Background: an optimization exercise with open tools, aiming at small area, a short achievable clock period and few clock cycles per item. Do not read the settings as production practice. At most, simulation tests tie the RTL to the original design; equivalence was not proved. Function not checked in runs 1 and 2: the RTL went through the layout flow alone.

--- flow/design.v ---
`timescale 1ns / 1ps
`default_nettype none
module led_cube_node_to_coordinate_unit (
  input  wire logic        clk_i,
  input  wire logic        rst_ni,
  input  wire logic        start_i,
  output logic             busy_o,
  input  wire logic [17:0] node_index_i,
  output logic             done_o,
  output logic [5:0]       voxel_x_o,
  output logic [5:0]       voxel_y_o,
  output logic [5:0]       voxel_z_o,
  output logic             index_out_of_range_o,
  input  wire logic        cfg_we_i,
  input  wire logic [2:0]  cfg_idx_i,
  input  wire logic [6:0]  cfg_data_i
);
  logic [5:0] wdim_q, hdim_q, ddim_q;
  logic [2:0] corner_q, style_q;
  logic [1:0] sstyle_q;
  logic       layer_q;
  logic [5:0] dim_wr;
  assign dim_wr = (cfg_data_i == 7'd0) ? 6'd0 : (cfg_data_i > 7'd64) ? 6'd63 : 6'(cfg_data_i - 7'd1);
  always_ff @(posedge clk_i or negedge rst_ni) begin
    if (!rst_ni) begin
      wdim_q   <= 6'd0;
      hdim_q   <= 6'd0;
      ddim_q   <= 6'd0;
      corner_q <= 3'd0;
      style_q  <= 3'd0;
      sstyle_q <= 2'd0;
      layer_q  <= 1'b0;
    end else if (cfg_we_i) begin
      case (cfg_idx_i)
        3'd0: wdim_q   <= dim_wr;
        3'd1: hdim_q   <= dim_wr;
        3'd2: ddim_q   <= dim_wr;
        3'd3: corner_q <= cfg_data_i[2:0];
        3'd4: style_q  <= (cfg_data_i[2:1] == 2'b11) ? 3'd0 : cfg_data_i[2:0];
        3'd5: sstyle_q <= (cfg_data_i[1:0] == 2'd3) ? 2'd0 : cfg_data_i[1:0];
        3'd6: layer_q  <= cfg_data_i[0];
        default: ;
      endcase
    end
  end
  function automatic logic [5:0] orient(input logic [5:0] i);
    logic [5:0] e;
    case (i)
      {3'd0, 3'd0}: e = {3'd3, 1'b0, 1'b0, 1'b0};
      {3'd0, 3'd1}: e = {3'd2, 1'b0, 1'b0, 1'b0};
      {3'd0, 3'd2}: e = {3'd5, 1'b0, 1'b0, 1'b0};
      {3'd0, 3'd3}: e = {3'd0, 1'b0, 1'b0, 1'b0};
      {3'd0, 3'd4}: e = {3'd1, 1'b0, 1'b0, 1'b0};
      {3'd0, 3'd5}: e = {3'd4, 1'b0, 1'b0, 1'b0};
      {3'd1, 3'd0}: e = {3'd3, 1'b1, 1'b0, 1'b0};
      {3'd1, 3'd1}: e = {3'd2, 1'b0, 1'b1, 1'b0};
      {3'd1, 3'd2}: e = {3'd5, 1'b1, 1'b0, 1'b0};
      {3'd1, 3'd3}: e = {3'd0, 1'b0, 1'b0, 1'b1};
      {3'd1, 3'd4}: e = {3'd1, 1'b0, 1'b0, 1'b1};
      {3'd1, 3'd5}: e = {3'd4, 1'b0, 1'b1, 1'b0};
      {3'd2, 3'd0}: e = {3'd3, 1'b0, 1'b0, 1'b1};
      {3'd2, 3'd1}: e = {3'd2, 1'b0, 1'b0, 1'b1};
      {3'd2, 3'd2}: e = {3'd5, 1'b0, 1'b1, 1'b0};
      {3'd2, 3'd3}: e = {3'd0, 1'b0, 1'b1, 1'b0};
      {3'd2, 3'd4}: e = {3'd1, 1'b1, 1'b0, 1'b0};
      {3'd2, 3'd5}: e = {3'd4, 1'b1, 1'b0, 1'b0};
      {3'd3, 3'd0}: e = {3'd3, 1'b1, 1'b0, 1'b1};
      {3'd3, 3'd1}: e = {3'd2, 1'b0, 1'b1, 1'b1};
      {3'd3, 3'd2}: e = {3'd5, 1'b1, 1'b1, 1'b0};
      {3'd3, 3'd3}: e = {3'd0, 1'b0, 1'b1, 1'b1};
      {3'd3, 3'd4}: e = {3'd1, 1'b1, 1'b0, 1'b1};
      {3'd3, 3'd5}: e = {3'd4, 1'b1, 1'b1, 1'b0};
      {3'd4, 3'd0}: e = {3'd3, 1'b0, 1'b1, 1'b0};
      {3'd4, 3'd1}: e = {3'd2, 1'b1, 1'b0, 1'b0};
      {3'd4, 3'd2}: e = {3'd5, 1'b0, 1'b0, 1'b1};
      {3'd4, 3'd3}: e = {3'd0, 1'b1, 1'b0, 1'b0};
      {3'd4, 3'd4}: e = {3'd1, 1'b0, 1'b1, 1'b0};
      {3'd4, 3'd5}: e = {3'd4, 1'b0, 1'b0, 1'b1};
      {3'd5, 3'd0}: e = {3'd3, 1'b1, 1'b1, 1'b0};
      {3'd5, 3'd1}: e = {3'd2, 1'b1, 1'b1, 1'b0};
      {3'd5, 3'd2}: e = {3'd5, 1'b1, 1'b0, 1'b1};
      {3'd5, 3'd3}: e = {3'd0, 1'b1, 1'b0, 1'b1};
      {3'd5, 3'd4}: e = {3'd1, 1'b0, 1'b1, 1'b1};
      {3'd5, 3'd5}: e = {3'd4, 1'b0, 1'b1, 1'b1};
      {3'd6, 3'd0}: e = {3'd3, 1'b0, 1'b1, 1'b1};
      {3'd6, 3'd1}: e = {3'd2, 1'b1, 1'b0, 1'b1};
      {3'd6, 3'd2}: e = {3'd5, 1'b0, 1'b1, 1'b0};
      {3'd6, 3'd3}: e = {3'd0, 1'b1, 1'b1, 1'b0};
      {3'd6, 3'd4}: e = {3'd1, 1'b1, 1'b0, 1'b0};
      {3'd6, 3'd5}: e = {3'd4, 1'b1, 1'b1, 1'b0};
      {3'd7, 3'd0}: e = {3'd3, 1'b1, 1'b1, 1'b1};
      {3'd7, 3'd1}: e = {3'd2, 1'b1, 1'b1, 1'b1};
      {3'd7, 3'd2}: e = {3'd5, 1'b1, 1'b1, 1'b0};
      {3'd7, 3'd3}: e = {3'd0, 1'b1, 1'b1, 1'b1};
      {3'd7, 3'd4}: e = {3'd1, 1'b1, 1'b0, 1'b1};
      {3'd7, 3'd5}: e = {3'd4, 1'b1, 1'b0, 1'b0};
      default: e = 6'd0;
    endcase
    orient = e;
  endfunction
  logic [5:0] oe, oe_q;
  logic [5:0] w_m1_d, h_m1_d, d_m1_d;
  logic [8:0] sel_c;
  logic [5:0] w_m1_q, h_m1_q, d_m1_q;
  logic [2:0] refl_c;
  logic       zig_c, alt_c, rev_layer_c, revx_c;
  always_comb begin
    oe = oe_q;
    case (oe[5:3])
      3'd0: begin w_m1_d = wdim_q; h_m1_d = hdim_q; d_m1_d = ddim_q; sel_c = 9'b100010001; end
      3'd1: begin w_m1_d = wdim_q; h_m1_d = ddim_q; d_m1_d = hdim_q; sel_c = 9'b010100001; end
      3'd2: begin w_m1_d = hdim_q; h_m1_d = wdim_q; d_m1_d = ddim_q; sel_c = 9'b100001010; end
      3'd3: begin w_m1_d = hdim_q; h_m1_d = ddim_q; d_m1_d = wdim_q; sel_c = 9'b010001100; end
      3'd4: begin w_m1_d = ddim_q; h_m1_d = wdim_q; d_m1_d = hdim_q; sel_c = 9'b001100010; end
      3'd5: begin w_m1_d = ddim_q; h_m1_d = hdim_q; d_m1_d = wdim_q; sel_c = 9'b001010100; end
      default: begin w_m1_d = wdim_q; h_m1_d = hdim_q; d_m1_d = ddim_q; sel_c = 9'b100010001; end
    endcase
    refl_c      = oe[2:0];
    zig_c       = (sstyle_q == 2'd0);
    alt_c       = (sstyle_q == 2'd2);
    rev_layer_c = !layer_q;
    revx_c      = !layer_q && !h_m1_q[0];
  end
  always_ff @(posedge clk_i) begin
    oe_q   <= orient({corner_q, style_q});
    w_m1_q <= w_m1_d;
    h_m1_q <= h_m1_d;
    d_m1_q <= d_m1_d;
  end
  function automatic logic [6:0] dstep(input logic [5:0] r, input logic b, input logic [5:0] m);
    logic [6:0] t;
    logic [5:0] g, p;
    logic       g10, p10, g32, p32, g54, p54, g20, g30, g40, g50;
    logic [6:0] c;
    logic [5:0] d;
    t = {r, b};
    g = t[5:0] & ~m;
    p = t[5:0] ^ ~m;
    g10 = g[1] | (p[1] & g[0]);
    g32 = g[3] | (p[3] & g[2]);  p32 = p[3] & p[2];
    g54 = g[5] | (p[5] & g[4]);  p54 = p[5] & p[4];
    g20 = g[2] | (p[2] & g10);
    g30 = g32 | (p32 & g10);
    g40 = g[4] | (p[4] & g30);
    g50 = g54 | (p54 & g30);
    c = {t[6] | g50, g40, g30, g20, g10, g[0], 1'b0};
    d = p ^ c[5:0];
    dstep = {c[6], c[6] ? d : t[5:0]};
  endfunction
  assign busy_o = 1'b0;
  logic        v_in;
  logic [17:0] idx_in;
  assign v_in   = start_i;
  assign idx_in = node_index_i;
  logic s0_ovf_1;
  logic [5:0] s0_r1_2;
  logic s1_g1_3;
  logic [5:0] s1_r1_4;
  logic s2_g1_5;
  logic [5:0] s2_r1_6;
  logic s3_g1_7;
  logic [5:0] s3_r1_8;
  logic s4_g1_9;
  logic [5:0] s4_r1_10;
  logic s5_g1_11;
  logic [5:0] s5_r1_12;
  logic s6_g1_13;
  logic [5:0] s6_r1_14;
  logic [5:0] s7_qh_15;
  logic s7_ovf_16;
  logic s7_g1_17;
  logic [5:0] s7_r1_18;
  logic s8_g2_19;
  logic [5:0] s8_r2_20;
  logic s8_g1_21;
  logic [5:0] s8_r1_22;
  logic s9_g2_23;
  logic [5:0] s9_r2_24;
  logic s9_g1_25;
  logic [5:0] s9_r1_26;
  logic s10_g2_27;
  logic [5:0] s10_r2_28;
  logic s10_g1_29;
  logic [5:0] s10_r1_30;
  logic s11_g2_31;
  logic [5:0] s11_r2_32;
  logic s11_g1_33;
  logic [5:0] s11_r1_34;
  logic s12_g2_35;
  logic [5:0] s12_r2_36;
  logic s12_g1_37;
  logic [5:0] s12_r1_38;
  logic s13_g2_39;
  logic [5:0] s13_r2_40;
  logic [5:0] s14_z_41;
  logic s14_oor_42;
  logic s14_revl_43;
  logic [5:0] s14_rc_44;
  logic s14_lo_45;
  logic [5:0] s14_u_46;
  logic [5:0] s14_xa_47;
  logic s14_fx_48;
  logic [5:0] s14_vx_49;
  logic [5:0] s14_vy_50;
  logic [5:0] s14_vz_51;
  logic [5:0] s15_ox_52;
  logic [5:0] s15_oy_53;
  logic [5:0] s15_oz_54;
  assign s0_ovf_1 = ({1'b0, idx_in[17:12]} > {1'b0, w_m1_q});
  assign s0_r1_2 = idx_in[17:12];
  assign {s1_g1_3, s1_r1_4} = dstep(s0_r1_2, idx_in[11], w_m1_q);
  assign {s2_g1_5, s2_r1_6} = dstep(p1_r1_q, p1_i10_q, w_m1_q);
  assign {s3_g1_7, s3_r1_8} = dstep(s2_r1_6, p1_i9_q, w_m1_q);
  assign {s4_g1_9, s4_r1_10} = dstep(p3_r1_q, p3_i8_q, w_m1_q);
  assign {s5_g1_11, s5_r1_12} = dstep(s4_r1_10, p3_i7_q, w_m1_q);
  assign {s6_g1_13, s6_r1_14} = dstep(p5_r1_q, p5_i6_q, w_m1_q);
  assign s7_qh_15 = {p5_q1_11_q, p5_q1_10_q, p5_q1_9_q, p5_q1_8_q, p5_q1_7_q, s6_g1_13};
  assign s7_ovf_16 = p5_oor_q | (s7_qh_15 > h_m1_q);
  assign {s7_g1_17, s7_r1_18} = dstep(s6_r1_14, p5_i5_q, w_m1_q);
  assign {s8_g2_19, s8_r2_20} = dstep(p7_r2_q, p7_q1_5_q, h_m1_q);
  assign {s8_g1_21, s8_r1_22} = dstep(p7_r1_q, p7_i4_q, w_m1_q);
  assign {s9_g2_23, s9_r2_24} = dstep(s8_r2_20, s8_g1_21, h_m1_q);
  assign {s9_g1_25, s9_r1_26} = dstep(s8_r1_22, p7_i3_q, w_m1_q);
  assign {s10_g2_27, s10_r2_28} = dstep(p9_r2_q, p9_q1_3_q, h_m1_q);
  assign {s10_g1_29, s10_r1_30} = dstep(p9_r1_q, p9_i2_q, w_m1_q);
  assign {s11_g2_31, s11_r2_32} = dstep(s10_r2_28, s10_g1_29, h_m1_q);
  assign {s11_g1_33, s11_r1_34} = dstep(s10_r1_30, p9_i1_q, w_m1_q);
  assign {s12_g2_35, s12_r2_36} = dstep(p11_r2_q, p11_q1_1_q, h_m1_q);
  assign {s12_g1_37, s12_r1_38} = dstep(p11_r1_q, p11_i0_q, w_m1_q);
  assign {s13_g2_39, s13_r2_40} = dstep(s12_r2_36, s12_g1_37, h_m1_q);
  assign s14_z_41 = {p13_z5_q, p13_z4_q, p13_z3_q, p13_z2_q, p13_z1_q, p13_z0_q};
  assign s14_oor_42 = p13_oor_q | (s14_z_41 > d_m1_q);
  assign s14_revl_43 = rev_layer_c & s14_z_41[0];
  assign s14_rc_44 = w_m1_q - p13_r1_q;
  assign s14_lo_45 = (p13_r1_q <= {1'b0, w_m1_q[5:1]});
  assign s14_u_46 = w_m1_q - {p13_r1_q[4:0], 1'b0};
  assign s14_xa_47 = refl_c[0] ? (s14_lo_45 ? s14_u_46 : ~s14_u_46) : (s14_lo_45 ? {p13_r1_q[4:0], 1'b0} : {s14_rc_44[4:0], 1'b1});
  assign s14_fx_48 = zig_c & (p13_r2_q[0] ^ (revx_c & s14_z_41[0]));
  assign s14_vx_49 = alt_c ? s14_xa_47 : ((refl_c[0] ^ s14_fx_48) ? s14_rc_44 : p13_r1_q);
  assign s14_vy_50 = (refl_c[1] ^ s14_revl_43) ? 6'(h_m1_q - p13_r2_q) : p13_r2_q;
  assign s14_vz_51 = refl_c[2] ? 6'(d_m1_q - s14_z_41) : s14_z_41;
  assign s15_ox_52 = {6{~s14_oor_42}} & (({6{sel_c[0]}} & s14_vx_49) | ({6{sel_c[1]}} & s14_vy_50) | ({6{sel_c[2]}} & s14_vz_51));
  assign s15_oy_53 = {6{~s14_oor_42}} & (({6{sel_c[3]}} & s14_vx_49) | ({6{sel_c[4]}} & s14_vy_50) | ({6{sel_c[5]}} & s14_vz_51));
  assign s15_oz_54 = {6{~s14_oor_42}} & (({6{sel_c[6]}} & s14_vx_49) | ({6{sel_c[7]}} & s14_vy_50) | ({6{sel_c[8]}} & s14_vz_51));
  logic p1_oor_q;
  logic [5:0] p1_r1_q;
  logic p1_i0_q;
  logic p1_i1_q;
  logic p1_i2_q;
  logic p1_i3_q;
  logic p1_i4_q;
  logic p1_i5_q;
  logic p1_i6_q;
  logic p1_i7_q;
  logic p1_i8_q;
  logic p1_i9_q;
  logic p1_i10_q;
  logic p1_q1_11_q;
  logic p3_oor_q;
  logic [5:0] p3_r1_q;
  logic p3_i0_q;
  logic p3_i1_q;
  logic p3_i2_q;
  logic p3_i3_q;
  logic p3_i4_q;
  logic p3_i5_q;
  logic p3_i6_q;
  logic p3_i7_q;
  logic p3_i8_q;
  logic p3_q1_11_q;
  logic p3_q1_10_q;
  logic p3_q1_9_q;
  logic p5_oor_q;
  logic [5:0] p5_r1_q;
  logic p5_i0_q;
  logic p5_i1_q;
  logic p5_i2_q;
  logic p5_i3_q;
  logic p5_i4_q;
  logic p5_i5_q;
  logic p5_i6_q;
  logic p5_q1_11_q;
  logic p5_q1_10_q;
  logic p5_q1_9_q;
  logic p5_q1_8_q;
  logic p5_q1_7_q;
  logic p7_oor_q;
  logic [5:0] p7_r1_q;
  logic p7_i0_q;
  logic p7_i1_q;
  logic p7_i2_q;
  logic p7_i3_q;
  logic p7_i4_q;
  logic [5:0] p7_r2_q;
  logic p7_q1_5_q;
  logic p9_oor_q;
  logic [5:0] p9_r1_q;
  logic p9_i0_q;
  logic p9_i1_q;
  logic p9_i2_q;
  logic [5:0] p9_r2_q;
  logic p9_z5_q;
  logic p9_z4_q;
  logic p9_q1_3_q;
  logic p11_oor_q;
  logic [5:0] p11_r1_q;
  logic p11_i0_q;
  logic [5:0] p11_r2_q;
  logic p11_z5_q;
  logic p11_z4_q;
  logic p11_z3_q;
  logic p11_z2_q;
  logic p11_q1_1_q;
  logic p13_oor_q;
  logic [5:0] p13_r1_q;
  logic [5:0] p13_r2_q;
  logic p13_z5_q;
  logic p13_z4_q;
  logic p13_z3_q;
  logic p13_z2_q;
  logic p13_z1_q;
  logic p13_z0_q;
  logic p14_oor_q;
  logic [5:0] p14_ox_q;
  logic [5:0] p14_oy_q;
  logic [5:0] p14_oz_q;
  logic p1_v_q;
  logic p3_v_q;
  logic p5_v_q;
  logic p7_v_q;
  logic p9_v_q;
  logic p11_v_q;
  logic p13_v_q;
  logic p14_v_q;
  always_ff @(posedge clk_i or negedge rst_ni) begin
    if (!rst_ni) begin
      p1_v_q <= 1'b0;
      p3_v_q <= 1'b0;
      p5_v_q <= 1'b0;
      p7_v_q <= 1'b0;
      p9_v_q <= 1'b0;
      p11_v_q <= 1'b0;
      p13_v_q <= 1'b0;
      p14_v_q <= 1'b0;
    end else begin
      p1_v_q <= v_in;
      p3_v_q <= p1_v_q;
      p5_v_q <= p3_v_q;
      p7_v_q <= p5_v_q;
      p9_v_q <= p7_v_q;
      p11_v_q <= p9_v_q;
      p13_v_q <= p11_v_q;
      p14_v_q <= p13_v_q;
    end
  end
  always_ff @(posedge clk_i) begin
    p1_oor_q <= s0_ovf_1;
    p1_r1_q <= s1_r1_4;
    p1_i0_q <= idx_in[0];
    p1_i1_q <= idx_in[1];
    p1_i2_q <= idx_in[2];
    p1_i3_q <= idx_in[3];
    p1_i4_q <= idx_in[4];
    p1_i5_q <= idx_in[5];
    p1_i6_q <= idx_in[6];
    p1_i7_q <= idx_in[7];
    p1_i8_q <= idx_in[8];
    p1_i9_q <= idx_in[9];
    p1_i10_q <= idx_in[10];
    p1_q1_11_q <= s1_g1_3;
    p3_oor_q <= p1_oor_q;
    p3_r1_q <= s3_r1_8;
    p3_i0_q <= p1_i0_q;
    p3_i1_q <= p1_i1_q;
    p3_i2_q <= p1_i2_q;
    p3_i3_q <= p1_i3_q;
    p3_i4_q <= p1_i4_q;
    p3_i5_q <= p1_i5_q;
    p3_i6_q <= p1_i6_q;
    p3_i7_q <= p1_i7_q;
    p3_i8_q <= p1_i8_q;
    p3_q1_11_q <= p1_q1_11_q;
    p3_q1_10_q <= s2_g1_5;
    p3_q1_9_q <= s3_g1_7;
    p5_oor_q <= p3_oor_q;
    p5_r1_q <= s5_r1_12;
    p5_i0_q <= p3_i0_q;
    p5_i1_q <= p3_i1_q;
    p5_i2_q <= p3_i2_q;
    p5_i3_q <= p3_i3_q;
    p5_i4_q <= p3_i4_q;
    p5_i5_q <= p3_i5_q;
    p5_i6_q <= p3_i6_q;
    p5_q1_11_q <= p3_q1_11_q;
    p5_q1_10_q <= p3_q1_10_q;
    p5_q1_9_q <= p3_q1_9_q;
    p5_q1_8_q <= s4_g1_9;
    p5_q1_7_q <= s5_g1_11;
    p7_oor_q <= s7_ovf_16;
    p7_r1_q <= s7_r1_18;
    p7_i0_q <= p5_i0_q;
    p7_i1_q <= p5_i1_q;
    p7_i2_q <= p5_i2_q;
    p7_i3_q <= p5_i3_q;
    p7_i4_q <= p5_i4_q;
    p7_r2_q <= s7_qh_15;
    p7_q1_5_q <= s7_g1_17;
    p9_oor_q <= p7_oor_q;
    p9_r1_q <= s9_r1_26;
    p9_i0_q <= p7_i0_q;
    p9_i1_q <= p7_i1_q;
    p9_i2_q <= p7_i2_q;
    p9_r2_q <= s9_r2_24;
    p9_z5_q <= s8_g2_19;
    p9_z4_q <= s9_g2_23;
    p9_q1_3_q <= s9_g1_25;
    p11_oor_q <= p9_oor_q;
    p11_r1_q <= s11_r1_34;
    p11_i0_q <= p9_i0_q;
    p11_r2_q <= s11_r2_32;
    p11_z5_q <= p9_z5_q;
    p11_z4_q <= p9_z4_q;
    p11_z3_q <= s10_g2_27;
    p11_z2_q <= s11_g2_31;
    p11_q1_1_q <= s11_g1_33;
    p13_oor_q <= p11_oor_q;
    p13_r1_q <= s12_r1_38;
    p13_r2_q <= s13_r2_40;
    p13_z5_q <= p11_z5_q;
    p13_z4_q <= p11_z4_q;
    p13_z3_q <= p11_z3_q;
    p13_z2_q <= p11_z2_q;
    p13_z1_q <= s12_g2_35;
    p13_z0_q <= s13_g2_39;
    p14_oor_q <= s14_oor_42;
    p14_ox_q <= s15_ox_52;
    p14_oy_q <= s15_oy_53;
    p14_oz_q <= s15_oz_54;
  end
  assign done_o               = p14_v_q;
  assign voxel_x_o            = p14_ox_q;
  assign voxel_y_o            = p14_oy_q;
  assign voxel_z_o            = p14_oz_q;
  assign index_out_of_range_o = p14_oor_q;
endmodule
`default_nettype wire
--- flow/run.sh ---
#!/bin/bash
# synth_recipe.tcl (not shown) runs the flow's synth.tcl, then flattens the netlist and writes it again
# the make line also repeats each setting of config.mk as NAME=value (left out here)
make -C /OpenROAD-flow-scripts/flow DESIGN_CONFIG=/design/flow/config.mk WORK_HOME=/design/flow/orfs CLKGATE_MAP_FILE= SYNTH_SCRIPT=/design/flow/synth_recipe.tcl finish
--- flow/config.mk ---
export PLATFORM = sky130hd
export DESIGN_NAME = led_cube_node_to_coordinate_unit
export DESIGN_NICKNAME = led_cube_node_to_coordinate_unit
export VERILOG_FILES = /design/flow/design.v
export SDC_FILE = /design/flow/constraint.sdc
export NUM_CORES = 4
export LEC_CHECK = 0
export ABC_AREA = 1
export CAP_MARGIN = 20
export CORE_MARGIN = 2
export CORE_UTILIZATION = 40
export SETUP_SLACK_MARGIN = 3.1
export SLEW_MARGIN = 20
--- flow/constraint.sdc ---
create_clock -name core_clock -period 5.5 [get_ports {clk_i}]
set_input_delay 1.1000 -clock core_clock [delete_from_list [all_inputs] [get_ports {clk_i}]]
set_output_delay 1.1000 -clock core_clock [all_outputs]
set_load 0.01 [all_outputs]
==> impl_metrics.toml, run 1 <==
[floorplan]
die_height_um = 180
start_util_pct = 40.6
ios = 53
core_area_sq_um = 30500
rows = 64
die_w_um = 180
die-area_sq_um = 32400

[worst_hold_path]
worst_hold_path_type = "reg -> reg"
worstHoldStart = "p3_i4_q"
hold_path_depth = 0
worstHoldEndpoint = "p5_i4_q"

[worst_setup_path]
endpoint_kind = "register"
reg2reg_to = "p7_r1_q[4]"
crit_path_frequent_cell = "nand2_2"
critPathRequiredTime_ns = 5.91
arrival_ns = 3.85
slowest_stage = "fa_2"
worst-path-buf-inv = 6
ff2ff_path_depth = 21
crit_fanout = 6
crit_type = "reg -> reg"
startpoint_type = "register"
r2r_setup_slack_ns = 2.06
crit_path_cell_trace = "clkinvlp_4, buf_12, buf_6, ha_4, fa_2, nand3_2, nand2_2, nand3_2, nand2_2, nor2_4, inv_4, nand2_2, o21a_1, inv_2, ha_4, nand2_2, nor2_2, a211oi_2, buf_4, fa_2, o21ai_2"
critPathTopFamily = "adder cells"
reg2reg_from = "w_m1_q[0]"
cpPeakStageDelay_ns = 0.53

[clocking]
postCtsHoldBufs = 0
cts_tree = "done"
clkLatencyLatePin_ns = 0.53
numCtsBuffers = 25
cts.sink_count = 211
ctsHtreeMaxLevel = 1
cts.path.max_buffers = 3
cts.clk_slew.worst_paths_ns = 0.06
clockRootBuffer = "clkbuf_16"

[timing]
drv_slew = 0
worst_slew_pin_slew_ns = 1.08
hold_viol_final = 0
fmax_mhz = 290
period_needed_ns = 3.44
rsz0062_at_grt = "yes"
tns_ns = 0
setup_violations = 0
finalCritPeriodShare_pct = 62.6
clock_skew_ns = 0.0186
relSlewSlack_pct = 28.0

[synth]
synth_top_family_by_area = "adder cells"
synth-simple-area-share_pct = 19.2
synth_cell_types = 49
synth_mux_area_share_pct = 1.33
syn_avg_cell_area_sq_um = 8.41
synth_compound_area_share_pct = 10.9
ys_seq_area_share_pct = 35.5
synth_seq_cells = 211
synthXorXnorAreaFrac_pct = 3.11
syn_area_sq_um = 12400
synth_fp_nets = 1698
synthCells = 1473
synth-adder-area-share_pct = 23.0
yosysWarningCount = 1

[finish]
drive_gt1_share_pct = 28.4
finalNetCount = 1902
diodes = 0
final_common_cell = "nand2_1"
areaGrowthSynthToFinish_pct = 34.7
post-route-util_pct = 54.7
final_cell_mix = "nand2_1, dfxtp_1, inv_1, buf_4, ha_1"

[placement]
place.gp.congestion = 0.913
port_buffers = 51
hpwlAfterDp_um = 21800

[flow_run]
cap_violations = 0

[global_routing]
antenna_found_initial = 0
grt_pass1_wl_um = 54000
grt_pass1_vias = 10600
grt_overflow_total = 0
grt_max_degree = 36
track_usage_pct = 20.3

[detailed_routing]
first_pass_iters = 5
wire_per_inst_um = 16.2
via_per_inst = 5.08
num_vias = 10600
wl_um = 33800
drcViolationCount = 0
drtAntennaViolNets = 0
drtIter0Drc = 566

[status]
outcome = "timing/DRC/antenna clean"
-- per-layer routing --
layer  global-route usage [%]  routed length [um]
met1                     26.7               15000
met2                     34.2               16300
met3                     2.29                1140
met4                     7.93                1410
met5                        0                   0
-- worst reg2reg max path, cell delays in order (launching register included) --
cell	delay, ns
dfxtp_4	0.38
clkinvlp_4	0.11
buf_12	0.14
buf_6	0.12
ha_4	0.15
fa_2	0.34
nand3_2	0.08
nand2_2	0.06
nand3_2	0.07
nand2_2	0.06
nor2_4	0.20
inv_4	0.08
nand2_2	0.07
o21a_1	0.18
inv_2	0.07
ha_4	0.28
nand2_2	0.06
nor2_2	0.10
a211oi_2	0.06
buf_4	0.14
fa_2	0.53
o21ai_2	0.06
-- final cells by class --
class,instances,area [sq um]
timing repair inverter,2,15.0
fill,2613,13800
sequential,211,4430
inverter,190,764
multi-input combinational,1057,8400
clock inverter,10,96.3
tap,396,495
timing repair buffer,190,1690
clock buffer,35,777
-- worst max-delay path by stage --
stage | startpoint | end | slack (ns) | cells past startpoint
finish | w_m1_q[0] | p7_r1_q[4] | 2.06 | 21
global placement | w_m1_q[0] | p9_r2_q[5] | 1.52 | 18
global route | w_m1_q[0] | p7_r1_q[2] | 1.91 | 24
detailed placement | w_m1_q[0] | p9_r2_q[5] | 1.49 | 18
floorplan | w_m1_q[2] | p11_r2_q[4] | 2.20 | 17
CTS | w_m1_q[0] | p7_r1_q[5] | 2.09 | 22
-- stage by stage --
stage	hold slack, ns	setup slack (ns)	cell area (sq um)	instances
final	0.322	2.06	16700	2091
after global routing	0.329	1.91	16700	2091
after CTS	0.326	2.09	16000	2055
after detailed placement	0.312	1.49	13400	1897
after global placement	0.310	1.52	13400	1897
after floorplan	0.310	2.20	12500	1473
-- what timing repair did --
| action | in CTS | in global routing |
|---|---|---|
| gates cloned | 12 | 2 |
| resized for setup | 246 | 118 |
| setup endpoints to repair | 108 | 97 |
| pin swaps | 97 | 99 |
| buffers inserted | 101 | 33 |
-- logic make-up after synthesis --
kind of cell	count (synthesis)
and+or+nand+nor	556
other	1
DFF	211
AOI/OAI and AO/OA	235
adders and majority gates	193
muxes	16
xor gates and xnor gates	44
buffers and inverters	217
-- cells in the mapped netlist (all sizes together) --
master / number / area share [%]
a211oi: 17 / 1.0
a21boi: 1 / 0.061
a21oi: 62 / 2.5
a221oi: 2 / 0.14
a22o: 3 / 0.21
a22oi: 7 / 0.42
a2bb2oi: 1 / 0.071
a31o: 1 / 0.071
a31oi: 4 / 0.20
and2: 2 / 0.10
buf: 21 / 0.96
clkbuf: 6 / 0.18
conb: 1 / 0.030
dfrtp: 35 / 7.1
dfxtp: 176 / 28
fa: 58 / 9.4
ha: 135 / 14
inv: 190 / 5.8
mux2: 4 / 0.36
mux2i: 12 / 0.97
nand2: 385 / 12
nand3: 90 / 4.1
nand3b: 5 / 0.30
nand4: 6 / 0.30
nor2: 59 / 2.1
nor3: 3 / 0.12
o211ai: 20 / 1.2
o21a: 1 / 0.061
o21ai: 105 / 4.2
o21bai: 1 / 0.061
o22ai: 7 / 0.40
o311a: 1 / 0.081
o31ai: 1 / 0.061
o41ai: 1 / 0.071
or2: 6 / 0.30
xnor2: 30 / 2.1
xor2: 14 / 0.99
==> run 2: changes to the inputs <==
--- a/flow/design.v
+++ b/flow/design.v
@@ -129,23 +129,10 @@
   end
   function automatic logic [6:0] dstep(input logic [5:0] r, input logic b, input logic [5:0] m);
     logic [6:0] t;
-    logic [5:0] g, p;
-    logic       g10, p10, g32, p32, g54, p54, g20, g30, g40, g50;
-    logic [6:0] c;
-    logic [5:0] d;
+    logic [7:0] sm;
     t = {r, b};
-    g = t[5:0] & ~m;
-    p = t[5:0] ^ ~m;
-    g10 = g[1] | (p[1] & g[0]);
-    g32 = g[3] | (p[3] & g[2]);  p32 = p[3] & p[2];
-    g54 = g[5] | (p[5] & g[4]);  p54 = p[5] & p[4];
-    g20 = g[2] | (p[2] & g10);
-    g30 = g32 | (p32 & g10);
-    g40 = g[4] | (p[4] & g30);
-    g50 = g54 | (p54 & g30);
-    c = {t[6] | g50, g40, g30, g20, g10, g[0], 1'b0};
-    d = p ^ c[5:0];
-    dstep = {c[6], c[6] ? d : t[5:0]};
+    sm = {1'b0, t} + {2'b01, ~m};
+    dstep = {sm[7], sm[7] ? sm[5:0] : t[5:0]};
   endfunction
   assign busy_o = 1'b0;
   logic        v_in;
--- a/flow/config.mk
+++ b/flow/config.mk
@@ -5,7 +5,6 @@
 export SDC_FILE = /design/flow/constraint.sdc
 export NUM_CORES = 4
 export LEC_CHECK = 0
-export ABC_AREA = 1
 export CAP_MARGIN = 20
 export CORE_MARGIN = 2
 export CORE_UTILIZATION = 40
==> impl_metrics.toml, run 2 <==
[synth]
syn_avg_cell_area_sq_um = 9.83
yosysWarningCount = 1
synth_fp_nets = 1547
ys_top_cells_by_area = "dfxtp_1, ha_1, dfrtp_1"
ys.flop_type = "dfxtp_1"
syn_area_sq_um = 13200
yosysMostFrequentCell = "dfxtp_1"
synth.largest_area_cell = "dfxtp_1"
synth_commonest_cells = "dfxtp_1, ha_1, inv_1, a21oi_1, xnor2_1"
synth_top_area_share_pct = 26.7
async_flop_share_pct = 16.6
synth_edf_count = 0
synth_cell_types = 62
ys_seq_area_share_pct = 33.4
synthCells = 1340
synth_seq_cells = 211

[clocking]
postCtsHoldBufs = 0
cts.sink_count = 211
ctsHtreeMaxLevel = 1
cts.clk_slew.worst_paths_ns = 0.06
clockRootBuffer = "clkbuf_16"
clkLatencyLatePin_ns = 0.53
cts.path.max_buffers = 3
numCtsBuffers = 25
cts_tree = "done"

[floorplan]
rows = 66
start_util_pct = 40.6
die-area_sq_um = 34400
ios = 53
die_w_um = 186
die_height_um = 186
core_area_sq_um = 32500

[timing]
drv_slew = 0
relSlewSlack_pct = 42.6
finalCritPeriodShare_pct = 70.0
tns_ns = 0
period_needed_ns = 3.85
setup_violations = 0
clock_skew_ns = 0.0248
rsz0062_at_grt = "yes"
worst_slew_pin_slew_ns = 0.858
hold_viol_final = 0
fmax_mhz = 260

[worst_setup_path]
crit_path_frequent_cell = "a21oi_2"
startpoint_type = "register"
cp-startpoint = "h_m1_q[0]"
reg2reg_to = "p9_r2_q[4]"
reg2reg_from = "h_m1_q[0]"
crit_type = "reg -> reg"
crit_path_cell_trace = "clkinvlp_4, buf_12, ha_4, a21o_1, a21oi_2, nor2b_1, o21a_1, o32a_4, mux2i_4, inv_1, ha_1, a21o_1, a21oi_2, o21bai_1, a21oi_2, and2b_1, a311o_2, mux2_4"
endpoint_kind = "register"
slowest_stage = "a311o_2"
critPathRequiredTime_ns = 5.90
crit_fanout = 6
arrival_ns = 4.25
cpPeakStageDelay_ns = 0.46
ff2ff_path_depth = 18
r2r_setup_slack_ns = 1.65

[detailed_routing]
wire_per_inst_um = 16.2
via_per_inst = 5.20
drtIter0Drc = 525
first_pass_iters = 5
num_vias = 10200
wl_um = 31800
drcViolationCount = 0
drtAntennaViolNets = 0

[finish]
final_common_cell = "dfxtp_1"
areaGrowthSynthToFinish_pct = 28.1
diodes = 0
post-route-util_pct = 52.0
finalNetCount = 1703
final_cell_mix = "dfxtp_1, ha_1, buf_4, inv_1, xnor2_1"
drive_gt1_share_pct = 27.1
fillCellCount = 2904

[global_routing]
antenna_found_initial = 1
grt_max_degree = 57
grt_overflow_total = 0
track_usage_pct = 18.7
grt_pass1_vias = 10100
grt_pass1_wl_um = 51300

[placement]
hpwlAfterDp_um = 22000
port_buffers = 51
place.gp.congestion = 0.849

[worst_hold_path]
worstHoldEndpoint = "p9_i0_q"
worstHoldStart = "p7_i0_q"
hold_path_depth = 0
worst_hold_path_type = "reg -> reg"

[status]
outcome = "timing/DRC/antenna clean"

[flow_run]
cap_violations = 0
## run 2: repair_timing
item / CTS / global route
pin swaps: 76 / 64
buffers inserted: 93 / 31
resized for setup: 156 / 37
setup endpoints to repair: 128 / 100
## run 2: through the flow
stage	setup WS, ns	hold slack [ns]	cells	cell area, sq um
2_1_floorplan	1.34	0.310	1340	13400
3_3_place_gp	0.980	0.311	1787	14200
3_5_place_dp	0.903	0.312	1787	14200
4_1_cts	1.60	0.323	1926	16400
5_1_grt	1.50	0.328	1957	16900
6_report	1.65	0.324	1957	16900
## run 2: final cells by class
type                       count  area [sq um]  area share, %
clock buffer                  36           727           4.30
clock inverter                10           138          0.815
inverter                     115           483           2.86
multi-input combinational    963          8950           53.0
sequential                   211          4430           26.2
tap                          442           553           3.28
timing repair buffer         180          1610           9.54
## run 2: how the worst max path moves through the flow
stage | to | slack, ns | depth (start not counted)
6_report | p9_r2_q[4] | 1.65 | 18
5_1_grt | p9_r1_q[0] | 1.50 | 18
4_1_cts | p9_r1_q[3] | 1.60 | 18
3_5_place_dp | p5_r1_q[4] | 0.90 | 18
3_3_place_gp | p5_r1_q[0] | 0.98 | 18
2_1_floorplan | p11_r1_q[0] | 1.34 | 19
## run 2: metal layers
metal | up-vias | GRT usage [%] | wire length [um]
met5 | - | 0 | 0
met4 | 0 | 5.14 | 698
met3 | 52 | 2.70 | 1340
met2 | 190 | 33.0 | 15700
met1 | 4853 | 23.9 | 14000
li1 | 5085 | - | -
## run 2: critical path: cells and delay by family (launching register included)
kind / cells / cell delay [ns]
buf+inv: 3 / 0.38
fa+ha+maj: 2 / 0.42
flops: 1 / 0.37
simple gates: 2 / 0.26
mux: 2 / 0.50
compound gates: 9 / 1.77
## run 2: cells by family (layout without fill, tap and decap cells)
kind of cell | Yosys count | in the layout | synth area share, %
muxes | 136 | 136 | 12.0
adders and majority gates | 175 | 175 | 17.9
xor gates and xnor gates | 82 | 82 | 5.45
DFF | 211 | 211 | 33.4
AOI/OAI and AO/OA | 328 | 328 | 16.6
buffers and inverters | 166 | 341 | 5.22
other | 1 | 1 | 0.0285
and+or+nand+nor | 241 | 241 | 9.46
==> run 3: changes to the inputs <==
--- a/flow/design.v
+++ b/flow/design.v
@@ -129,10 +129,15 @@
   end
   function automatic logic [6:0] dstep(input logic [5:0] r, input logic b, input logic [5:0] m);
     logic [6:0] t;
-    logic [7:0] sm;
+    logic [7:0] bw;
+    logic       ge;
+    logic [5:0] n;
     t = {r, b};
-    sm = {1'b0, t} + {2'b01, ~m};
-    dstep = {sm[7], sm[7] ? sm[5:0] : t[5:0]};
+    bw[0] = 1'b1;
+    for (int i = 0; i < 7; i++) bw[i+1] = (i < 6 && m[i]) ? (~t[i] | bw[i]) : (~t[i] & bw[i]);
+    ge = ~bw[7];
+    for (int i = 0; i < 6; i++) n[i] = t[i] ^ (ge & (m[i] ^ bw[i]));
+    dstep = {ge, n};
   endfunction
   assign busy_o = 1'b0;
   logic        v_in;
@@ -197,24 +202,24 @@
   assign s0_r1_2 = idx_in[17:12];
   assign {s1_g1_3, s1_r1_4} = dstep(s0_r1_2, idx_in[11], w_m1_q);
   assign {s2_g1_5, s2_r1_6} = dstep(p1_r1_q, p1_i10_q, w_m1_q);
-  assign {s3_g1_7, s3_r1_8} = dstep(s2_r1_6, p1_i9_q, w_m1_q);
+  assign {s3_g1_7, s3_r1_8} = dstep(p2_r1_q, p2_i9_q, w_m1_q);
   assign {s4_g1_9, s4_r1_10} = dstep(p3_r1_q, p3_i8_q, w_m1_q);
-  assign {s5_g1_11, s5_r1_12} = dstep(s4_r1_10, p3_i7_q, w_m1_q);
+  assign {s5_g1_11, s5_r1_12} = dstep(p4_r1_q, p4_i7_q, w_m1_q);
   assign {s6_g1_13, s6_r1_14} = dstep(p5_r1_q, p5_i6_q, w_m1_q);
-  assign s7_qh_15 = {p5_q1_11_q, p5_q1_10_q, p5_q1_9_q, p5_q1_8_q, p5_q1_7_q, s6_g1_13};
-  assign s7_ovf_16 = p5_oor_q | (s7_qh_15 > h_m1_q);
-  assign {s7_g1_17, s7_r1_18} = dstep(s6_r1_14, p5_i5_q, w_m1_q);
+  assign s7_qh_15 = {p6_q1_11_q, p6_q1_10_q, p6_q1_9_q, p6_q1_8_q, p6_q1_7_q, p6_q1_6_q};
+  assign s7_ovf_16 = p6_oor_q | (s7_qh_15 > h_m1_q);
+  assign {s7_g1_17, s7_r1_18} = dstep(p6_r1_q, p6_i5_q, w_m1_q);
   assign {s8_g2_19, s8_r2_20} = dstep(p7_r2_q, p7_q1_5_q, h_m1_q);
   assign {s8_g1_21, s8_r1_22} = dstep(p7_r1_q, p7_i4_q, w_m1_q);
-  assign {s9_g2_23, s9_r2_24} = dstep(s8_r2_20, s8_g1_21, h_m1_q);
-  assign {s9_g1_25, s9_r1_26} = dstep(s8_r1_22, p7_i3_q, w_m1_q);
+  assign {s9_g2_23, s9_r2_24} = dstep(p8_r2_q, p8_q1_4_q, h_m1_q);
+  assign {s9_g1_25, s9_r1_26} = dstep(p8_r1_q, p8_i3_q, w_m1_q);
   assign {s10_g2_27, s10_r2_28} = dstep(p9_r2_q, p9_q1_3_q, h_m1_q);
   assign {s10_g1_29, s10_r1_30} = dstep(p9_r1_q, p9_i2_q, w_m1_q);
-  assign {s11_g2_31, s11_r2_32} = dstep(s10_r2_28, s10_g1_29, h_m1_q);
-  assign {s11_g1_33, s11_r1_34} = dstep(s10_r1_30, p9_i1_q, w_m1_q);
+  assign {s11_g2_31, s11_r2_32} = dstep(p10_r2_q, p10_q1_2_q, h_m1_q);
+  assign {s11_g1_33, s11_r1_34} = dstep(p10_r1_q, p10_i1_q, w_m1_q);
   assign {s12_g2_35, s12_r2_36} = dstep(p11_r2_q, p11_q1_1_q, h_m1_q);
   assign {s12_g1_37, s12_r1_38} = dstep(p11_r1_q, p11_i0_q, w_m1_q);
-  assign {s13_g2_39, s13_r2_40} = dstep(s12_r2_36, s12_g1_37, h_m1_q);
+  assign {s13_g2_39, s13_r2_40} = dstep(p12_r2_q, p12_q1_0_q, h_m1_q);
   assign s14_z_41 = {p13_z5_q, p13_z4_q, p13_z3_q, p13_z2_q, p13_z1_q, p13_z0_q};
   assign s14_oor_42 = p13_oor_q | (s14_z_41 > d_m1_q);
   assign s14_revl_43 = rev_layer_c & s14_z_41[0];
@@ -243,6 +248,20 @@
   logic p1_i9_q;
   logic p1_i10_q;
   logic p1_q1_11_q;
+  logic p2_oor_q;
+  logic [5:0] p2_r1_q;
+  logic p2_i0_q;
+  logic p2_i1_q;
+  logic p2_i2_q;
+  logic p2_i3_q;
+  logic p2_i4_q;
+  logic p2_i5_q;
+  logic p2_i6_q;
+  logic p2_i7_q;
+  logic p2_i8_q;
+  logic p2_i9_q;
+  logic p2_q1_11_q;
+  logic p2_q1_10_q;
   logic p3_oor_q;
   logic [5:0] p3_r1_q;
   logic p3_i0_q;
@@ -257,6 +276,20 @@
   logic p3_q1_11_q;
   logic p3_q1_10_q;
   logic p3_q1_9_q;
+  logic p4_oor_q;
+  logic [5:0] p4_r1_q;
+  logic p4_i0_q;
+  logic p4_i1_q;
+  logic p4_i2_q;
+  logic p4_i3_q;
+  logic p4_i4_q;
+  logic p4_i5_q;
+  logic p4_i6_q;
+  logic p4_i7_q;
+  logic p4_q1_11_q;
+  logic p4_q1_10_q;
+  logic p4_q1_9_q;
+  logic p4_q1_8_q;
   logic p5_oor_q;
   logic [5:0] p5_r1_q;
   logic p5_i0_q;
@@ -271,6 +304,20 @@
   logic p5_q1_9_q;
   logic p5_q1_8_q;
   logic p5_q1_7_q;
+  logic p6_oor_q;
+  logic [5:0] p6_r1_q;
+  logic p6_i0_q;
+  logic p6_i1_q;
+  logic p6_i2_q;
+  logic p6_i3_q;
+  logic p6_i4_q;
+  logic p6_i5_q;
+  logic p6_q1_11_q;
+  logic p6_q1_10_q;
+  logic p6_q1_9_q;
+  logic p6_q1_8_q;
+  logic p6_q1_7_q;
+  logic p6_q1_6_q;
   logic p7_oor_q;
   logic [5:0] p7_r1_q;
   logic p7_i0_q;
@@ -280,6 +327,15 @@
   logic p7_i4_q;
   logic [5:0] p7_r2_q;
   logic p7_q1_5_q;
+  logic p8_oor_q;
+  logic [5:0] p8_r1_q;
+  logic p8_i0_q;
+  logic p8_i1_q;
+  logic p8_i2_q;
+  logic p8_i3_q;
+  logic [5:0] p8_r2_q;
+  logic p8_z5_q;
+  logic p8_q1_4_q;
   logic p9_oor_q;
   logic [5:0] p9_r1_q;
   logic p9_i0_q;
@@ -289,6 +345,15 @@
   logic p9_z5_q;
   logic p9_z4_q;
   logic p9_q1_3_q;
+  logic p10_oor_q;
+  logic [5:0] p10_r1_q;
+  logic p10_i0_q;
+  logic p10_i1_q;
+  logic [5:0] p10_r2_q;
+  logic p10_z5_q;
+  logic p10_z4_q;
+  logic p10_z3_q;
+  logic p10_q1_2_q;
   logic p11_oor_q;
   logic [5:0] p11_r1_q;
   logic p11_i0_q;
@@ -298,6 +363,15 @@
   logic p11_z3_q;
   logic p11_z2_q;
   logic p11_q1_1_q;
+  logic p12_oor_q;
+  logic [5:0] p12_r1_q;
+  logic [5:0] p12_r2_q;
+  logic p12_z5_q;
+  logic p12_z4_q;
+  logic p12_z3_q;
+  logic p12_z2_q;
+  logic p12_z1_q;
+  logic p12_q1_0_q;
   logic p13_oor_q;
   logic [5:0] p13_r1_q;
   logic [5:0] p13_r2_q;
@@ -312,31 +386,49 @@
   logic [5:0] p14_oy_q;
   logic [5:0] p14_oz_q;
   logic p1_v_q;
+  logic p2_v_q;
   logic p3_v_q;
+  logic p4_v_q;
   logic p5_v_q;
+  logic p6_v_q;
   logic p7_v_q;
+  logic p8_v_q;
   logic p9_v_q;
+  logic p10_v_q;
   logic p11_v_q;
+  logic p12_v_q;
   logic p13_v_q;
   logic p14_v_q;
   always_ff @(posedge clk_i or negedge rst_ni) begin
     if (!rst_ni) begin
       p1_v_q <= 1'b0;
+      p2_v_q <= 1'b0;
       p3_v_q <= 1'b0;
+      p4_v_q <= 1'b0;
       p5_v_q <= 1'b0;
+      p6_v_q <= 1'b0;
       p7_v_q <= 1'b0;
+      p8_v_q <= 1'b0;
       p9_v_q <= 1'b0;
+      p10_v_q <= 1'b0;
       p11_v_q <= 1'b0;
+      p12_v_q <= 1'b0;
       p13_v_q <= 1'b0;
       p14_v_q <= 1'b0;
     end else begin
       p1_v_q <= v_in;
-      p3_v_q <= p1_v_q;
-      p5_v_q <= p3_v_q;
-      p7_v_q <= p5_v_q;
-      p9_v_q <= p7_v_q;
-      p11_v_q <= p9_v_q;
-      p13_v_q <= p11_v_q;
+      p2_v_q <= p1_v_q;
+      p3_v_q <= p2_v_q;
+      p4_v_q <= p3_v_q;
+      p5_v_q <= p4_v_q;
+      p6_v_q <= p5_v_q;
+      p7_v_q <= p6_v_q;
+      p8_v_q <= p7_v_q;
+      p9_v_q <= p8_v_q;
+      p10_v_q <= p9_v_q;
+      p11_v_q <= p10_v_q;
+      p12_v_q <= p11_v_q;
+      p13_v_q <= p12_v_q;
       p14_v_q <= p13_v_q;
     end
   end
@@ -355,69 +447,138 @@
     p1_i9_q <= idx_in[9];
     p1_i10_q <= idx_in[10];
     p1_q1_11_q <= s1_g1_3;
-    p3_oor_q <= p1_oor_q;
+    p2_oor_q <= p1_oor_q;
+    p2_r1_q <= s2_r1_6;
+    p2_i0_q <= p1_i0_q;
+    p2_i1_q <= p1_i1_q;
+    p2_i2_q <= p1_i2_q;
+    p2_i3_q <= p1_i3_q;
+    p2_i4_q <= p1_i4_q;
+    p2_i5_q <= p1_i5_q;
+    p2_i6_q <= p1_i6_q;
+    p2_i7_q <= p1_i7_q;
+    p2_i8_q <= p1_i8_q;
+    p2_i9_q <= p1_i9_q;
+    p2_q1_11_q <= p1_q1_11_q;
+    p2_q1_10_q <= s2_g1_5;
+    p3_oor_q <= p2_oor_q;
     p3_r1_q <= s3_r1_8;
-    p3_i0_q <= p1_i0_q;
-    p3_i1_q <= p1_i1_q;
-    p3_i2_q <= p1_i2_q;
-    p3_i3_q <= p1_i3_q;
-    p3_i4_q <= p1_i4_q;
-    p3_i5_q <= p1_i5_q;
-    p3_i6_q <= p1_i6_q;
-    p3_i7_q <= p1_i7_q;
-    p3_i8_q <= p1_i8_q;
-    p3_q1_11_q <= p1_q1_11_q;
-    p3_q1_10_q <= s2_g1_5;
+    p3_i0_q <= p2_i0_q;
+    p3_i1_q <= p2_i1_q;
+    p3_i2_q <= p2_i2_q;
+    p3_i3_q <= p2_i3_q;
+    p3_i4_q <= p2_i4_q;
+    p3_i5_q <= p2_i5_q;
+    p3_i6_q <= p2_i6_q;
+    p3_i7_q <= p2_i7_q;
+    p3_i8_q <= p2_i8_q;
+    p3_q1_11_q <= p2_q1_11_q;
+    p3_q1_10_q <= p2_q1_10_q;
     p3_q1_9_q <= s3_g1_7;
-    p5_oor_q <= p3_oor_q;
+    p4_oor_q <= p3_oor_q;
+    p4_r1_q <= s4_r1_10;
+    p4_i0_q <= p3_i0_q;
+    p4_i1_q <= p3_i1_q;
+    p4_i2_q <= p3_i2_q;
+    p4_i3_q <= p3_i3_q;
+    p4_i4_q <= p3_i4_q;
+    p4_i5_q <= p3_i5_q;
+    p4_i6_q <= p3_i6_q;
+    p4_i7_q <= p3_i7_q;
+    p4_q1_11_q <= p3_q1_11_q;
+    p4_q1_10_q <= p3_q1_10_q;
+    p4_q1_9_q <= p3_q1_9_q;
+    p4_q1_8_q <= s4_g1_9;
+    p5_oor_q <= p4_oor_q;
     p5_r1_q <= s5_r1_12;
-    p5_i0_q <= p3_i0_q;
-    p5_i1_q <= p3_i1_q;
-    p5_i2_q <= p3_i2_q;
-    p5_i3_q <= p3_i3_q;
-    p5_i4_q <= p3_i4_q;
-    p5_i5_q <= p3_i5_q;
-    p5_i6_q <= p3_i6_q;
-    p5_q1_11_q <= p3_q1_11_q;
-    p5_q1_10_q <= p3_q1_10_q;
-    p5_q1_9_q <= p3_q1_9_q;
-    p5_q1_8_q <= s4_g1_9;
+    p5_i0_q <= p4_i0_q;
+    p5_i1_q <= p4_i1_q;
+    p5_i2_q <= p4_i2_q;
+    p5_i3_q <= p4_i3_q;
+    p5_i4_q <= p4_i4_q;
+    p5_i5_q <= p4_i5_q;
+    p5_i6_q <= p4_i6_q;
+    p5_q1_11_q <= p4_q1_11_q;
+    p5_q1_10_q <= p4_q1_10_q;
+    p5_q1_9_q <= p4_q1_9_q;
+    p5_q1_8_q <= p4_q1_8_q;
     p5_q1_7_q <= s5_g1_11;
+    p6_oor_q <= p5_oor_q;
+    p6_r1_q <= s6_r1_14;
+    p6_i0_q <= p5_i0_q;
+    p6_i1_q <= p5_i1_q;
+    p6_i2_q <= p5_i2_q;
+    p6_i3_q <= p5_i3_q;
+    p6_i4_q <= p5_i4_q;
+    p6_i5_q <= p5_i5_q;
+    p6_q1_11_q <= p5_q1_11_q;
+    p6_q1_10_q <= p5_q1_10_q;
+    p6_q1_9_q <= p5_q1_9_q;
+    p6_q1_8_q <= p5_q1_8_q;
+    p6_q1_7_q <= p5_q1_7_q;
+    p6_q1_6_q <= s6_g1_13;
     p7_oor_q <= s7_ovf_16;
     p7_r1_q <= s7_r1_18;
-    p7_i0_q <= p5_i0_q;
-    p7_i1_q <= p5_i1_q;
-    p7_i2_q <= p5_i2_q;
-    p7_i3_q <= p5_i3_q;
-    p7_i4_q <= p5_i4_q;
+    p7_i0_q <= p6_i0_q;
+    p7_i1_q <= p6_i1_q;
+    p7_i2_q <= p6_i2_q;
+    p7_i3_q <= p6_i3_q;
+    p7_i4_q <= p6_i4_q;
     p7_r2_q <= s7_qh_15;
     p7_q1_5_q <= s7_g1_17;
-    p9_oor_q <= p7_oor_q;
+    p8_oor_q <= p7_oor_q;
+    p8_r1_q <= s8_r1_22;
+    p8_i0_q <= p7_i0_q;
+    p8_i1_q <= p7_i1_q;
+    p8_i2_q <= p7_i2_q;
+    p8_i3_q <= p7_i3_q;
+    p8_r2_q <= s8_r2_20;
+    p8_z5_q <= s8_g2_19;
+    p8_q1_4_q <= s8_g1_21;
+    p9_oor_q <= p8_oor_q;
     p9_r1_q <= s9_r1_26;
-    p9_i0_q <= p7_i0_q;
-    p9_i1_q <= p7_i1_q;
-    p9_i2_q <= p7_i2_q;
+    p9_i0_q <= p8_i0_q;
+    p9_i1_q <= p8_i1_q;
+    p9_i2_q <= p8_i2_q;
     p9_r2_q <= s9_r2_24;
-    p9_z5_q <= s8_g2_19;
+    p9_z5_q <= p8_z5_q;
     p9_z4_q <= s9_g2_23;
     p9_q1_3_q <= s9_g1_25;
-    p11_oor_q <= p9_oor_q;
+    p10_oor_q <= p9_oor_q;
+    p10_r1_q <= s10_r1_30;
+    p10_i0_q <= p9_i0_q;
+    p10_i1_q <= p9_i1_q;
+    p10_r2_q <= s10_r2_28;
+    p10_z5_q <= p9_z5_q;
+    p10_z4_q <= p9_z4_q;
+    p10_z3_q <= s10_g2_27;
+    p10_q1_2_q <= s10_g1_29;
+    p11_oor_q <= p10_oor_q;
     p11_r1_q <= s11_r1_34;
-    p11_i0_q <= p9_i0_q;
+    p11_i0_q <= p10_i0_q;
     p11_r2_q <= s11_r2_32;
-    p11_z5_q <= p9_z5_q;
-    p11_z4_q <= p9_z4_q;
-    p11_z3_q <= s10_g2_27;
+    p11_z5_q <= p10_z5_q;
+    p11_z4_q <= p10_z4_q;
+    p11_z3_q <= p10_z3_q;
     p11_z2_q <= s11_g2_31;
     p11_q1_1_q <= s11_g1_33;
-    p13_oor_q <= p11_oor_q;
-    p13_r1_q <= s12_r1_38;
+    p12_oor_q <= p11_oor_q;
+    p12_r1_q <= s12_r1_38;
+    p12_r2_q <= s12_r2_36;
+    p12_z5_q <= p11_z5_q;
+    p12_z4_q <= p11_z4_q;
+    p12_z3_q <= p11_z3_q;
+    p12_z2_q <= p11_z2_q;
+    p12_z1_q <= s12_g2_35;
+    p12_q1_0_q <= s12_g1_37;
+    p13_oor_q <= p12_oor_q;
+    p13_r1_q <= p12_r1_q;
     p13_r2_q <= s13_r2_40;
-    p13_z5_q <= p11_z5_q;
-    p13_z4_q <= p11_z4_q;
-    p13_z3_q <= p11_z3_q;
-    p13_z2_q <= p11_z2_q;
-    p13_z1_q <= s12_g2_35;
+    p13_z5_q <= p12_z5_q;
+    p13_z4_q <= p12_z4_q;
+    p13_z3_q <= p12_z3_q;
+    p13_z2_q <= p12_z2_q;
+    p13_z1_q <= p12_z1_q;
     p13_z0_q <= s13_g2_39;
     p14_oor_q <= s14_oor_42;
     p14_ox_q <= s15_ox_52;
--- a/flow/config.mk
+++ b/flow/config.mk
@@ -5,8 +5,8 @@
 export SDC_FILE = /design/flow/constraint.sdc
 export NUM_CORES = 4
 export LEC_CHECK = 0
+export ABC_AREA = 1
 export CAP_MARGIN = 20
 export CORE_MARGIN = 2
 export CORE_UTILIZATION = 40
-export SETUP_SLACK_MARGIN = 3.1
 export SLEW_MARGIN = 20
==> impl_metrics.toml, run 3 <==
[detailed_routing]
drtIter0Drc = 820
wl_um = 33500
drcViolationCount = 0
wire_per_inst_um = 12.5
num_vias = 12700
first_pass_iters = 5
via_per_inst = 4.73
drtAntennaViolNets = 0

[worst_setup_path]
crit_type = "reg -> reg"
r2r_setup_slack_ns = 2.09
critPathRequiredTime_ns = 5.92
worst-path-buf-inv = 1
slowest_stage = "dfxtp_1"
critPathTopFamily = "simple AND/OR/NAND/NOR gates"
endpoint_kind = "register"
crit_path_frequent_cell = "nand2_1"
cpPeakStageDelay_ns = 0.73
reg2reg_from = "w_m1_q[4]"
arrival_ns = 3.83
ff2ff_path_depth = 11
startpoint_type = "register"
crit_path_cell_trace = "inv_1, ha_1, a21oi_1, o2111ai_1, nand2_1, nand2_1, nand2_1, o21ai_0, nand2_1, nand3_1, a21oi_1"
reg2reg_to = "p14_ox_q[1]"
crit_fanout = 15

[clocking]
cts_setup_buffers = 0
cts.clk_slew.worst_paths_ns = 0.07
numCtsBuffers = 37
ctsResizeCount = 0
clkLatencyLatePin_ns = 0.55
clockRootBuffer = "clkbuf_16"
postCtsHoldBufs = 0
cts.sink_count = 331
cts_tree = "done"
cts.path.max_buffers = 3
ctsHtreeMaxLevel = 2

[floorplan]
start_util_pct = 40.5
die_w_um = 199
ios = 53
core_area_sq_um = 37700
die-area_sq_um = 39800
die_height_um = 199
rows = 71

[timing]
fin_ws_ns = 2.09
hold_viol_final = 0
tns_ns = 0
relSlewSlack_pct = 41.1
drv_slew = 0
worst_slew_pin_slew_ns = 0.883
period_needed_ns = 3.41
clock_skew_ns = 0.0209
rsz0062_at_grt = "no"
fmax_mhz = 293
finalCritPeriodShare_pct = 62.1
setup_violations = 0

[synth]
yosysWarningCount = 19
syn_area_sq_um = 15300
synth_cell_types = 44
synth_seq_cells = 331
synth_fp_nets = 2179
yosysMostFrequentCell = "nand2_1"
synth.largest_area_cell = "dfxtp_1"
ys_top_cells_by_area = "dfxtp_1, nand2_1, nand3_1"
syn_avg_cell_area_sq_um = 7.29
synth_commonest_cells = "nand2_1, inv_1, dfxtp_1, nand3_1, o21ai_0"
ys_seq_area_share_pct = 44.7
synth_edf_count = 0
synthCells = 2096
synth_top_area_share_pct = 38.0
ys.flop_type = "dfxtp_1"
async_flop_share_pct = 12.4

[worst_hold_path]
worst_hold_path_type = "reg -> reg"
worstHoldStart = "p12_r1_q[2]"
hold_path_depth = 0
worstHoldEndpoint = "p13_r1_q[2]"

[global_routing]
track_usage_pct = 17.5
antenna_found_initial = 1
grt_pass1_wl_um = 56000
grt_overflow_total = 0
grt_max_degree = 42
grt_pass1_vias = 11400

[placement]
port_buffers = 51
dpl-instance-area_sq_um = 16000
place.gp.congestion = 0.880
hpwlAfterDp_um = 25200
dp_slack_ns = 2.10

[finish]
diodes = 0
fin_area_sq_um = 17300
drive_gt1_share_pct = 6.79
final_common_cell = "nand2_1"
areaGrowthSynthToFinish_pct = 13.1
finalNetCount = 2219
final_cell_mix = "nand2_1, inv_1, dfxtp_1, nand3_1, o21ai_0"

[status]
outcome = "timing/DRC/antenna clean"

[flow_run]
cap_violations = 0
-- run 3: cell count changes in the layout (fill, tap and decap cells not counted), moves of 48 or more --
| cell | change |
|---|---|
| dfxtp_1 | +127 |
| nand3_1 | +238 |
| inv_1 | +232 |
| ha_1 | -75 |
| nand2_1 | +680 |
| xnor2_1 | -57 |
| buf_4 | -100 |
| a21o_1 | -48 |
-- run 3: kinds of logic (layout without fill, tap and decap cells) --
logic type,after synthesis,count (layout),synth area share (%)
buf+inv,391,459,11.0
other cells,1,1,0.0246
fa+ha+maj,51,51,4.37
mux,1,1,0.0737
simple gates,1113,1113,31.7
xor+xnor,15,15,0.860
compound gates,193,193,7.27
flops,331,331,44.7
-- run 3: worst max-delay path by stage --
stage	from	endpoint	depth (start not counted)
global route	w_m1_q[4]	p14_oy_q[2]	11
CTS	w_m1_q[4]	p14_ox_q[4]	11
detailed placement	w_m1_q[4]	p14_ox_q[1]	11
finish	w_m1_q[4]	p14_ox_q[1]	11
floorplan	w_m1_q[0]	p14_oy_q[5]	15
global placement	w_m1_q[4]	p14_ox_q[1]	11
-- run 3: final cells by class --
cell class,instances,area [sq um]
fill,3729,20400
sequential,331,6830
multi-input combinational,1374,6760
inverter,336,1260
clock buffer,49,1070
tap,511,639
timing repair buffer,56,543
clock inverter,18,159
-- run 3: per-stage QoR --
step | utilization [%] | hold WS [ns] | cells
2_1_floorplan | - | 0.310 | 2096
4_1_cts | 45.9 | 0.314 | 2675
6_report | 45.9 | 0.315 | 2675
5_1_grt | 45.9 | 0.321 | 2675
3_3_place_gp | 42.6 | 0.310 | 2608
3_5_place_dp | 42.6 | 0.312 | 2608
-- run 3: layer usage --
| layer | wire length (um) | track usage, % |
|---|---|---|
| met1 | 16600 | 24.7 |
| met2 | 14200 | 26.8 |
| met3 | 1800 | 2.97 |
| met4 | 856 | 6.06 |
| met5 | 0 | 0 |
Testbench counts of run 3, summed over its fixed seeds: cycles 32,448, items 32,000.
==> run 4: changes to the inputs <==
--- a/flow/config.mk
+++ b/flow/config.mk
@@ -9,4 +9,5 @@
 export CAP_MARGIN = 20
 export CORE_MARGIN = 2
 export CORE_UTILIZATION = 40
+export SETUP_SLACK_MARGIN = 3.45
 export SLEW_MARGIN = 20
==> impl_metrics.toml, run 4 <==
[worst_setup_path]
worst-path-buf-inv = 2
crit_path_cell_trace = "inv_12, ha_4, inv_2, fa_2, a21oi_2, o21ai_1, xor2_1, nand3_1, nand3_2, o21ai_2, nand2_2, nand3_1, a21oi_1"
cpPeakStageDelay_ns = 0.39
critPathTopFamily = "adder cells"
crit_path_frequent_cell = "nand3_1"
crit_fanout = 5
critPathRequiredTime_ns = 5.98
crit_type = "reg -> reg"
endpoint_kind = "register"
slowest_stage = "dfxtp_4"
arrival_ns = 2.73
startpoint_type = "register"

[floorplan]
die_height_um = 199
die-area_sq_um = 39800
core_area_sq_um = 37700
start_util_pct = 40.5
ios = 53
die_w_um = 199
rows = 71

[synth]
yosysMostFrequentCell = "nand2_1"
syn_area_sq_um = 15300
synth.largest_area_cell = "dfxtp_1"
synth_seq_cells = 331
synth_top_area_share_pct = 38.0
synth_edf_count = 0
ys_top_cells_by_area = "dfxtp_1, nand2_1, nand3_1"
async_flop_share_pct = 12.4
ys.flop_type = "dfxtp_1"
yosysWarningCount = 19
synthCells = 2096
synth_cell_types = 44
ys_seq_area_share_pct = 44.7
syn_avg_cell_area_sq_um = 7.29
synth_fp_nets = 2179
synth_commonest_cells = "nand2_1, inv_1, dfxtp_1, nand3_1, o21ai_0"

[flow_run]
cap_violations = 0

[detailed_routing]
via_per_inst = 5.02
wl_um = 42300
wire_per_inst_um = 15.2
first_pass_iters = 5
drtIter0Drc = 702
drcViolationCount = 0
drtAntennaViolNets = 0
num_vias = 14000

[global_routing]
track_usage_pct = 19.8
grt_pass1_vias = 12800
grt_overflow_total = 0
antenna_found_initial = 0
grt_max_degree = 42
grt_pass1_wl_um = 62800

[placement]
dp_slack_ns = 2.34
dp.cells = 2605
port_buffers = 51
hpwlAfterDp_um = 24900
place.gp.congestion = 0.859

[clocking]
clockRootBuffer = "clkbuf_16"
cts.clk_slew.worst_paths_ns = 0.06
clkLatencyLatePin_ns = 0.55
ctsHtreeMaxLevel = 2
cts.sink_count = 331
numCtsBuffers = 38
cts_tree = "done"
cts.path.max_buffers = 3

[finish]
post-route-util_pct = 55.2
final_cell_mix = "nand2_1, inv_1, dfxtp_1, nand2_2, nand3_2"
finalNetCount = 2323
diodes = 0
final_common_cell = "nand2_1"
drive_gt1_share_pct = 31.3
areaGrowthSynthToFinish_pct = 36.2
instances_no_fill = 2780

[timing]
rsz0062_at_grt = "yes"
relSlewSlack_pct = 41.0
drv_slew = 0
hold_slack_ns = 0.318
worst_slew_pin_slew_ns = 0.885
hold_viol_final = 0
finalCritPeriodShare_pct = 40.9
fmax_mhz = 444
clock_skew_ns = 0.0119
period_needed_ns = 2.25
fin_ws_ns = 3.25
setup_violations = 0
tns_ns = 0

[status]
outcome = "timing/DRC/antenna clean"

[worst_hold_path]
worst_hold_path_type = "reg -> reg"
==> run 4: repair_timing <==
| action | 4_1_cts | 5_1_grt |
|---|---|---|
| setup endpoints to repair | 185 | 176 |
| setup buffers | 35 | 44 |
| gates cloned | 16 | 11 |
| resized for setup | 313 | 390 |
| hold buffers | 0 | 0 |
| pin swaps | 60 | 144 |
==> run 4: logic make-up after synthesis <==
group	after synthesis	share of synthesized area, %
multiplexers	1	0.0737
other	1	0.0246
AO/OA/AOI/OAI	193	7.27
buffers and inverters	391	11.0
adder cells (fa/ha/maj)	51	4.37
flip-flops	331	44.7
AND/OR/NAND/NOR	1113	31.7
XOR/XNOR	15	0.860
==> run 4: metrics by stage <==
| step | instance area (sq um) |
|---|---|
| after floorplan | 15500 |
| after global routing | 20800 |
| after detailed placement | 16200 |
| after global placement | 16200 |
| final | 20800 |
| after CTS | 18900 |
==> run 4: final timing paths <==
check                          start          end  slack, ns  cells past startpoint
max                        w_m1_q[0]  p14_oy_q[5]       3.25                     13
min                        p5_q1_7_q    p6_q1_7_q       0.32                      0
max reg2reg                w_m1_q[0]  p14_oy_q[5]       3.25                     13
min reg2reg                p5_q1_7_q    p6_q1_7_q       0.32                      0
max in group asynchronous     rst_ni   style_q[2]       4.27                      1
min in group asynchronous     rst_ni       p1_v_q       0.67                      1
==> run 4: per-layer routing <==
layer	routed length [um]	track usage (%)	share of wire [%]
met1	18600	25.3	44
met2	20500	33.5	48
met3	1900	3.31	4.5
met4	1360	7.76	3.2
met5	0	0	0
==> run 4: final cells by class <==
| cell class | count | area [sq um] |
|---|---|---|
| well taps | 511 | 639 |
| multi-input cells | 1393 | 9180 |
| fillers | 3382 | 16900 |
| repair inverters | 3 | 26.3 |
| repair buffers | 137 | 1390 |
| flip-flops and latches | 331 | 6900 |
| inverters | 336 | 1340 |
| clock inverters | 20 | 265 |
| clock buffers | 49 | 1080 |

-- what the ideal ports hide --
The results above use ideal ports. As a check the final layouts listed here were re-extracted and re-timed, cells and wires unchanged.
Step 1: set_driving_cell puts a clkbuf_16 on clk_i and a buf_2 on each other input, an assumption about the parent block.
Step 2 also shifts input and output timing later by t, the mid clock arrival at the registers, as if the neighbouring blocks saw the same clock.
Slacks: ideal ports / drivers / drivers and shift; pairs: ideal ports / drivers.
| run | shift t [ns] | setup WS [ns] | worst setup path after step 2 | pins driven straight from the clock port |
|---|---|---|---|---|
| run 1 | 0.567 | 2.056 / 2.056 / 2.056 | register to register | 1 |
| run 2 | 0.574 | 1.648 / 1.648 / 1.648 | register to register | 1 |
| run 3 | 0.591 | 2.087 / 2.087 / 2.087 | register to register | 1 |
| run 4 | 0.604 | 3.250 / 3.250 / 2.910 | input to register | 1 |
After both steps every run listed still meets setup and hold. For run 4, which loses most, drivers alone change the setup slack by 0.000 ns; drivers and shift together by -0.340 ns.
